What follows belongs to an exercise in optimizing a design on an open flow for small area and a short achievable clock period; a production flow would make more cautious choices.
Where RTL was checked, it was by simulation tests only, not by an equivalence proof against the original.
Power figures rest on the tool's default switching activity, not on a simulated workload.

## red
## eth_switch_2p
module eth_switch_2p
#(
    parameter eth_sw_pkg::eth_word_t ADDR_A        = eth_sw_pkg::ADDR_A_DEF,
    parameter eth_sw_pkg::eth_word_t ADDR_B        = eth_sw_pkg::ADDR_B_DEF,
    parameter int        FIFO_DEPTH    = eth_sw_pkg::FIFO_DEPTH_DEF,
    parameter int        MAX_PKT_WORDS = eth_sw_pkg::MAX_PKT_WORDS_DEF
) (
    input  logic        clk,
    input  logic        rst_n,
    input  logic        Ain,
    input  logic [31:0] inDataA,
    input  logic        Bin,
    input  logic [31:0] inDataB,
    output logic        Aout,
    output logic [31:0] outDataA,
    output logic        Bout,
    output logic [31:0] outDataB,
    output logic [15:0] drop_cnt_a,
    output logic [15:0] drop_cnt_b
);
export LEC_CHECK = 0
export CAP_MARGIN = 20
export CORE_MARGIN = 2
export CORE_UTILIZATION = 40
export SETUP_SLACK_MARGIN = 3.8
export SLEW_MARGIN = 20
create_clock -name core_clock -period 6.5 [get_ports {clk}]
standard.sh (not shown) runs the stock make flow with config.mk's settings and CLKGATE_MAP_FILE= SYNTH_SCRIPT=/design/flow/synth_recipe.tcl, a recipe that flattens the netlist after the stock synthesis.
==> flow/flow/run.sh <==
#!/bin/bash
# The standard layout, with port buffers of a plain buffer cell instead of the flow's default pick.
set -euo pipefail
bash standard.sh "BUFFER_PORTS_ARGS=-buffer_cell sky130_fd_sc_hd__buf_4" finish > make_finish.log 2>&1
red ended with every stage complete and zero timing, DRC or antenna violations.
For blue, these inputs were changed with respect to red:
==> flow/run.sh (new file) <==
#!/bin/bash
# synth_recipe.tcl (not shown) runs the flow's synth.tcl, then flattens the netlist and writes it again
# the make line also repeats each setting of config.mk as NAME=value (left out here)
make -C /OpenROAD-flow-scripts/flow DESIGN_CONFIG=/design/flow/config.mk WORK_HOME=/design/flow/orfs CLKGATE_MAP_FILE= SYNTH_SCRIPT=/design/flow/synth_recipe.tcl finish
removed: flow/flow/run.sh
removed: flow/standard.sh
Findings:
red → blue: post-route clock skew moved down; total power fell by 1.2%; fraction of synthesis flops using an asynchronous set or reset pin closely matched the old numbers; sequential share of power has increased; post-route clock period utilization fell by 4.0 points.
No run of this note included a check of the RTL's function; only the layout flow was run.

== the previous run ==
Another version of the RTL of eth_switch_2p (not shown whole).
For scale: about 2,300 flip-flops, ~0.086 sq mm of cells after synthesis.
## eth_switch_2p
module eth_switch_2p
#(
    parameter eth_sw_pkg::eth_word_t ADDR_A        = eth_sw_pkg::ADDR_A_DEF,
    parameter eth_sw_pkg::eth_word_t ADDR_B        = eth_sw_pkg::ADDR_B_DEF,
    parameter int        FIFO_DEPTH    = eth_sw_pkg::FIFO_DEPTH_DEF,
    parameter int        MAX_PKT_WORDS = eth_sw_pkg::MAX_PKT_WORDS_DEF
) (
    input  logic        clk,
    input  logic        rst_n,
    input  logic        Ain,
    input  logic [31:0] inDataA,
    input  logic        Bin,
    input  logic [31:0] inDataB,
    output logic        Aout,
    output logic [31:0] outDataA,
    output logic        Bout,
    output logic [31:0] outDataB,
    output logic [15:0] drop_cnt_a,
    output logic [15:0] drop_cnt_b
);
==> flow/config.mk <==
export PLATFORM = sky130hd
export DESIGN_NAME = eth_switch_2p
export DESIGN_NICKNAME = eth_switch_2p
export VERILOG_FILES = /design/flow/design.v
export SDC_FILE = /design/flow/constraint.sdc
export NUM_CORES = 4
export LEC_CHECK = 0
export CAP_MARGIN = 20
export CORE_MARGIN = 2
export CORE_UTILIZATION = 65
export PLACE_DENSITY = 0.7
export SETUP_SLACK_MARGIN = 3.9
export SLEW_MARGIN = 20
export TNS_END_PERCENT = 80
==> flow/constraint.sdc <==
create_clock -name core_clock -period 6.5 [get_ports {clk}]
set_input_delay 1.3000 -clock core_clock [delete_from_list [all_inputs] [get_ports {clk}]]
set_output_delay 1.3000 -clock core_clock [all_outputs]
set_load 0.01 [all_outputs]
==> flow/flow/run.sh <==
#!/bin/bash
# The standard layout (the standard.sh, all steps), with two changes:
#  - port buffers of a plain buffer cell instead of the flow's default pick;
#  - clock tree synthesis without dummy loads and with larger sink clusters.
set -euo pipefail
bash standard.sh \
  "BUFFER_PORTS_ARGS=-buffer_cell sky130_fd_sc_hd__buf_4" \
  "CTS_ARGS=-sink_clustering_enable -repair_clock_nets -dont_use_dummy_load -sink_clustering_size 24 -sink_clustering_max_diameter 80" \
  finish > make_finish.log 2>&1
Edits applied to the flow inputs when going from the previous run to the current run:
- changing CORE_UTILIZATION from 65 to 50
- removing PLACE_DENSITY (formerly 0.7)
- changing SETUP_SLACK_MARGIN from 3.9 to 3.8
- changing TNS_END_PERCENT from 80 to 10
--- outcome ---
The current run vs the previous run: fmax down by more than 10%. The current run against the previous run: number of cells after detailed placement increased by 559 relative to the old numbers; layout-stage area growth over the synthesis result decreased by 2.2 points relative to the old numbers; logic depth of the worst register-to-register path decreased by 1 relative to the old numbers; wire length of the first global-routing pass increased by about 4% relative to the old numbers.

## run 1
Starting RTL as in the previous note.
==> flow/config.mk <==
export PLATFORM = sky130hd
export DESIGN_NAME = eth_switch_2p
export DESIGN_NICKNAME = eth_switch_2p
export VERILOG_FILES = /design/flow/design.v
export SDC_FILE = /design/flow/constraint.sdc
export NUM_CORES = 4
export LEC_CHECK = 0
export CAP_MARGIN = 20
export CORE_MARGIN = 2
export CORE_UTILIZATION = 60
export PLACE_DENSITY = 0.7
export SETUP_SLACK_MARGIN = 3.8
export SLEW_MARGIN = 20
export TNS_END_PERCENT = 80
==> flow/constraint.sdc <==
create_clock -name core_clock -period 6.5 [get_ports {clk}]
set_input_delay 1.3000 -clock core_clock [delete_from_list [all_inputs] [get_ports {clk}]]
set_output_delay 1.3000 -clock core_clock [all_outputs]
set_load 0.01 [all_outputs]
Scripts as last shown in full above: flow/flow/run.sh
The inputs of run 2 differ from those of run 1 as listed below.
- changing CORE_UTILIZATION from 60 to 55
- changing TNS_END_PERCENT from 80 to 60
- removing PLACE_DENSITY (formerly 0.7)
### Flow results
- Timing, DRC, antenna: 0 failures across run 1 and run 2
- Summary of the comparison: worst-case hold slack is higher in run 2, relative to run 1.
- Core utilization: run 1 and run 2 compared, lower one is run 2
- Number of vias per cell ended up 3.8% lower on run 2 than on run 1.
- When run 2 is set beside run 1, its aggregate global-route resource usage turns out to be 1.8 points smaller.
- Summary of run 2 over run 1: multi-input combinational cell count neither gained nor lost much; final routed wire length divided by cell count picked up an extra about 2%.
diff inputs: run 2 => run 3
- a change of TNS_END_PERCENT from 60 to 30
Findings:
- Comparing run 3 and run 2, data arrival time of the critical path is higher on run 3.
- Worst setup slack (higher): run 2
- Sequential share of layout area in run 3 vs run 2: up 0.67 points
- g_ing[1].u_fifo.mem[24][5]$_DFFE_PP_ as the end point of the critical path was reported by run 3, and g_ing[1].u_fifo.mem[1][15]$_DFFE_PP_ by run 2.
[inputs] run 4 vs run 3
- changing TNS_END_PERCENT from 30 to 60
- changing CORE_UTILIZATION from 55 to 70
## What came out
Diff run 3 -> run 4: global-route congestion overflow total stayed essentially flat, final standard cell count with taps included and fillers excluded fell by about 6.4%, number of placed cells counting well taps fell by 426, number of buffers created by CTS fell by about 5%, initial antenna violation count rose by 2.
Note that the met3 routed wirelength recorded for run 3 amounts to 0.830 times the value seen in run 4.

The RTL this note starts from:
==> flow/design.v <==
package eth_sw_pkg;
    typedef logic [31:0] eth_word_t;
    typedef struct packed {
        logic      eop;
        eth_word_t data;
    } fifo_entry_t;
    typedef enum logic [1:0] {IDLE, SEND, GAP} egress_state_e;
    typedef enum logic {PORT_A, PORT_B} port_sel_e;
    localparam eth_word_t ADDR_A_DEF        = 32'hA0A0_A0A0;
    localparam eth_word_t ADDR_B_DEF        = 32'hB0B0_B0B0;
    localparam int        FIFO_DEPTH_DEF    = 32;
    localparam int        MAX_PKT_WORDS_DEF = 16;
endpackage
module eth_pkt_fifo
#(
    parameter eth_sw_pkg::eth_word_t ADDR_A        = eth_sw_pkg::ADDR_A_DEF,
    parameter eth_sw_pkg::eth_word_t ADDR_B        = eth_sw_pkg::ADDR_B_DEF,
    parameter int        FIFO_DEPTH    = eth_sw_pkg::FIFO_DEPTH_DEF,
    parameter int        MAX_PKT_WORDS = eth_sw_pkg::MAX_PKT_WORDS_DEF
) (
    input  logic        clk,
    input  logic        rst_n,
    input  logic        in_valid,
    input  logic [31:0] in_data,
    input  logic        pop,         
    input  logic        pop_last,    
    output logic [31:0] rd_data,     
    output logic        h_dest,      
    output logic        h_single,    
    output logic        pkt_avail,
    output logic        drop
);
    localparam int AW = $clog2(FIFO_DEPTH);
    localparam int WW = $clog2(MAX_PKT_WORDS + 1);
    localparam logic [AW:0]   MAX_USED = FIFO_DEPTH - MAX_PKT_WORDS;   
    localparam logic [WW-1:0] MAX_W    = MAX_PKT_WORDS;
    logic [31:0]   mem [0:FIFO_DEPTH-1];
    logic [AW-1:0] wr_ptr, rd_ptr;
    logic [AW:0]   pkt_cnt, used;
    logic          room, avail;
    logic          wr_en, pop_eop;
    logic [AW-1:0] hdr_ptr, rd_inc;
    logic [WW-1:0] wcnt;
    logic          prev_valid, storing, hdr_dest;
    logic          sop, match_a, match_b, admit, pay, commit;
    logic          we;
    logic [AW-1:0] waddr;
    logic [31:0]   wdata;
    logic [5:0]    hrec;
    logic [1:0]    nxt_rec;
    always_comb begin
        match_a = (in_data == ADDR_A);
        match_b = (in_data == ADDR_B);
        sop     = in_valid & ~prev_valid;
        admit   = sop & (match_a | match_b) & room;
        pay     = in_valid & prev_valid & storing & (wcnt < MAX_W);
        commit  = ~in_valid & prev_valid & storing;
        drop    = sop & ~admit;
        wr_en   = admit | pay;
        pop_eop = pop & pop_last;
        hrec    = {4'(wcnt - 2'd2), (wcnt == WW'(1)), hdr_dest};
        we      = prev_valid & storing & (~in_valid | (wcnt < MAX_W));
        waddr   = in_valid ? wr_ptr : hdr_ptr;
        wdata   = {in_data[31:6], in_valid ? in_data[5:0] : hrec};
    end
    always_ff @(posedge clk) begin
        if (we) mem[waddr] <= wdata;
    end
    always_ff @(posedge clk) begin
        if (admit) begin
            hdr_ptr  <= wr_ptr;
            hdr_dest <= match_b;
            wcnt     <= WW'(1);
        end else if (pay) begin
            wcnt <= wcnt + 1'b1;
        end
    end
    assign rd_inc = rd_ptr + 1'b1;
    always_ff @(posedge clk) begin
        if (commit && (pop ? (hdr_ptr == rd_inc) : (hdr_ptr == rd_ptr))) begin
            h_dest   <= hdr_dest;
            h_single <= (wcnt == WW'(1));
        end else if (pop) begin
            h_dest   <= nxt_rec[0];
            h_single <= nxt_rec[1];
        end
    end
    always_ff @(posedge clk or negedge rst_n) begin
        if (!rst_n) begin
            wr_ptr     <= '0;
            rd_ptr     <= '0;
            used       <= '0;
            room       <= 1'b1;
            pkt_cnt    <= '0;
            avail      <= 1'b0;
            prev_valid <= 1'b1;
            storing    <= 1'b0;
        end else begin
            prev_valid <= in_valid;
            if (wr_en) wr_ptr <= wr_ptr + 1'b1;
            if (pop)   rd_ptr <= rd_ptr + 1'b1;
            if (admit)       storing <= 1'b1;
            else if (commit) storing <= 1'b0;
            case ({wr_en, pop})
                2'b10: begin
                    used <= used + 1'b1;
                    room <= (used < MAX_USED);
                end
                2'b01: begin
                    used <= used - 1'b1;
                    room <= (used <= MAX_USED + 1'b1);
                end
                default: ;
            endcase
            case ({commit, pop_eop})
                2'b10: begin
                    pkt_cnt <= pkt_cnt + 1'b1;
                    avail   <= 1'b1;
                end
                2'b01: begin
                    pkt_cnt <= pkt_cnt - 1'b1;
                    avail   <= (pkt_cnt != (AW+1)'(1));
                end
                default: ;
            endcase
        end
    end
    logic [FIFO_DEPTH-1:0] rd_dec;
    always_comb begin
        rd_data = '0;
        nxt_rec = '0;
        for (int i = 0; i < FIFO_DEPTH; i++) begin
            rd_dec[i] = (rd_ptr == AW'(i));
            rd_data   = rd_data | ({32{rd_dec[i]}} & mem[i]);
            nxt_rec   = nxt_rec | ({2{rd_dec[i]}} & mem[(i + 1) % FIFO_DEPTH][1:0]);
        end
    end
    assign pkt_avail = avail;
endmodule
module eth_switch_2p
#(
    parameter eth_sw_pkg::eth_word_t ADDR_A        = eth_sw_pkg::ADDR_A_DEF,
    parameter eth_sw_pkg::eth_word_t ADDR_B        = eth_sw_pkg::ADDR_B_DEF,
    parameter int        FIFO_DEPTH    = eth_sw_pkg::FIFO_DEPTH_DEF,
    parameter int        MAX_PKT_WORDS = eth_sw_pkg::MAX_PKT_WORDS_DEF
) (
    input  logic        clk,
    input  logic        rst_n,
    input  logic        Ain,
    input  logic [31:0] inDataA,
    input  logic        Bin,
    input  logic [31:0] inDataB,
    output logic        Aout,
    output logic [31:0] outDataA,
    output logic        Bout,
    output logic [31:0] outDataB,
    output logic [15:0] drop_cnt_a,
    output logic [15:0] drop_cnt_b
);
    logic [1:0]       pop, pop_last, pkt_avail, drop, h_dest, h_single, busy;
    logic [1:0][31:0] rd_data;
    logic [1:0][31:0] port_addr;
    logic [1:0][1:0]  cand;
    logic [1:0]       contend, gnt_v, gnt, grant, idle, send, last, src, load;
    logic [1:0][1:0]  state_q;
    logic [1:0][3:0]  rem_q;
    logic [1:0]       sel_q;
    logic [1:0]       rr_q;
    logic [1:0]       out_v;
    logic [1:0][31:0] out_d;
    logic [1:0][15:0] dcnt;
    assign port_addr[0] = ADDR_A;
    assign port_addr[1] = ADDR_B;
    for (genvar f = 0; f < 2; f++) begin : g_ing
        eth_pkt_fifo #(
            .ADDR_A(ADDR_A), .ADDR_B(ADDR_B),
            .FIFO_DEPTH(FIFO_DEPTH), .MAX_PKT_WORDS(MAX_PKT_WORDS)
        ) u_fifo (
            .clk(clk), .rst_n(rst_n),
            .in_valid((f == 0) ? Ain : Bin),
            .in_data((f == 0) ? inDataA : inDataB),
            .pop(pop[f]), .pop_last(pop_last[f]),
            .rd_data(rd_data[f]), .h_dest(h_dest[f]), .h_single(h_single[f]),
            .pkt_avail(pkt_avail[f]), .drop(drop[f])
        );
    end
    always_comb begin
        busy = '0;
        for (int p = 0; p < 2; p++) begin
            if (state_q[p] == eth_sw_pkg::SEND) busy[sel_q[p]] = 1'b1;
        end
        for (int p = 0; p < 2; p++) begin
            for (int f = 0; f < 2; f++) begin
                cand[p][f] = pkt_avail[f] & ~busy[f] & (h_dest[f] == p[0]);
            end
            contend[p] = &cand[p];
            gnt_v[p]   = |cand[p];
            gnt[p]     = contend[p] ? rr_q[p] : (cand[p][0] ? 1'b0 : 1'b1);
            idle[p]    = (state_q[p] == eth_sw_pkg::IDLE);
            send[p]    = (state_q[p] == eth_sw_pkg::SEND);
            grant[p]   = idle[p] & gnt_v[p];
            last[p]    = idle[p] ? h_single[gnt[p]] : (rem_q[p] == 4'd0);
            src[p]     = idle[p] ? gnt[p] : sel_q[p];
            load[p]    = grant[p] | send[p];
        end
        pop      = '0;
        pop_last = '0;
        for (int p = 0; p < 2; p++) begin
            if (load[p]) begin
                pop[src[p]]      = 1'b1;
                pop_last[src[p]] = last[p];
            end
        end
    end
    always_ff @(posedge clk or negedge rst_n) begin
        if (!rst_n) begin
            for (int p = 0; p < 2; p++) begin
                state_q[p] <= eth_sw_pkg::IDLE;
                sel_q[p]   <= 1'b0;
                rr_q[p]    <= 1'b0;
            end
        end else begin
            for (int p = 0; p < 2; p++) begin
                case (state_q[p])
                    eth_sw_pkg::IDLE: if (gnt_v[p]) state_q[p] <= last[p] ? eth_sw_pkg::GAP : eth_sw_pkg::SEND;
                    eth_sw_pkg::SEND: if (last[p])  state_q[p] <= eth_sw_pkg::GAP;
                    default:          state_q[p] <= eth_sw_pkg::IDLE;
                endcase
                if (grant[p]) sel_q[p] <= gnt[p];
                if (idle[p] && contend[p]) rr_q[p] <= ~gnt[p];
            end
        end
    end
    always_ff @(posedge clk) begin
        for (int p = 0; p < 2; p++) begin
            if (grant[p])     rem_q[p] <= rd_data[gnt[p]][5:2];
            else if (send[p]) rem_q[p] <= rem_q[p] - 1'b1;
        end
    end
    logic [1:0][15:0] dcnt_inc;
    logic [1:0]       dcnt_full;
    always_comb begin
        for (int p = 0; p < 2; p++) begin
            dcnt_full[p] = &dcnt[p];
            for (int i = 0; i < 16; i++) begin
                dcnt_inc[p][i] = dcnt[p][i] ^ ((dcnt[p] & ((16'd1 << i) - 16'd1)) == ((16'd1 << i) - 16'd1));
            end
        end
    end
    always_ff @(posedge clk or negedge rst_n) begin
        if (!rst_n) begin
            for (int p = 0; p < 2; p++) begin
                out_v[p] <= 1'b0;
                out_d[p] <= '0;
                dcnt[p]  <= '0;
            end
        end else begin
            for (int p = 0; p < 2; p++) begin
                out_v[p] <= load[p];
                out_d[p] <= grant[p] ? port_addr[p] : (send[p] ? rd_data[sel_q[p]] : '0);
                if (drop[p] && !dcnt_full[p]) dcnt[p] <= dcnt_inc[p];
            end
        end
    end
    assign Aout       = out_v[0];
    assign outDataA   = out_d[0];
    assign Bout       = out_v[1];
    assign outDataB   = out_d[1];
    assign drop_cnt_a = dcnt[0];
    assign drop_cnt_b = dcnt[1];
endmodule
make LEC_CHECK=0 CAP_MARGIN=20 CORE_MARGIN=2 CORE_UTILIZATION=60 SETUP_SLACK_MARGIN=3.5 SLEW_MARGIN=20 finish   # period 6.5 ns
run.sh (not shown) runs the stock make flow with config.mk's settings and CLKGATE_MAP_FILE= SYNTH_SCRIPT=/design/flow/synth_recipe.tcl, a recipe that flattens the netlist after the stock synthesis.
Stock flow here: none of the scripts above is used.
The baseline finished with timing, DRC and antenna clean.
Change:
- CORE_UTILIZATION: 60 -> 40
- sequential power hardly moves
- maximum frequency went up by 7.3%
- synthesized cell count stays the same
No functional check of the RTL was part of any run of this note.

==> static timing again, ports no longer ideal <==
In the flow no input, the clock included, has a driving cell. The finished layouts below were timed again as built, in two steps. Step 1 (the two cells are an assumption about what drives the block):
set clk [get_ports {clk}]
set_driving_cell -lib_cell sky130_fd_sc_hd__clkbuf_16 $clk
set_driving_cell -lib_cell sky130_fd_sc_hd__buf_2 [delete_from_list [all_inputs] $clk]
Step 2 moves the port delays by t, midway between the first and last clock arrival at a register: inputs arrive t later, outputs are due t later. That takes back most of the time a late clock gives input paths. a / b / c = no drivers / after step 1 / after step 2; a / b = the first two.
run | t (ns) | setup WS [ns] | hold WS [ns] | worst setup path after step 2
red | 0.952 | 3.173 / 3.173 / 2.752 | 0.467 / 0.420 / 0.467 | input to register
blue | 0.959 | 3.432 / 3.432 / 2.776 | 0.302 / 0.254 / 0.487 | input to register
the previous run | 0.824 | 3.780 / 3.692 / 3.034 | 0.479 / 0.458 / 0.479 | input to register
the current run | 0.856 | 3.428 / 3.428 / 2.582 | 0.484 / 0.459 / 0.484 | input to register
run 1 | 0.827 | 3.742 / 3.658 / 2.893 | 0.485 / 0.450 / 0.500 | input to register
run 2 | 0.837 | 3.736 / 3.651 / 2.924 | 0.499 / 0.498 / 0.499 | input to register
run 3 | 0.841 | 3.569 / 3.569 / 2.878 | 0.488 / 0.447 / 0.497 | input to register
run 4 | 0.792 | 3.726 / 3.645 / 2.959 | 0.491 / 0.488 / 0.491 | input to register
the first run of note 4 | 0.915 | 2.810 / 2.875 / 1.960 | 0.476 / 0.476 / 0.476 | input to register
the second run of note 4 | 0.928 | 3.062 / 3.082 / 2.154 | 0.469 / 0.469 / 0.469 | input to register
After both steps every run listed still meets setup and hold. For the second run of note 4, which loses most, drivers alone change the setup slack by +0.020 ns; drivers and shift together by -0.908 ns.
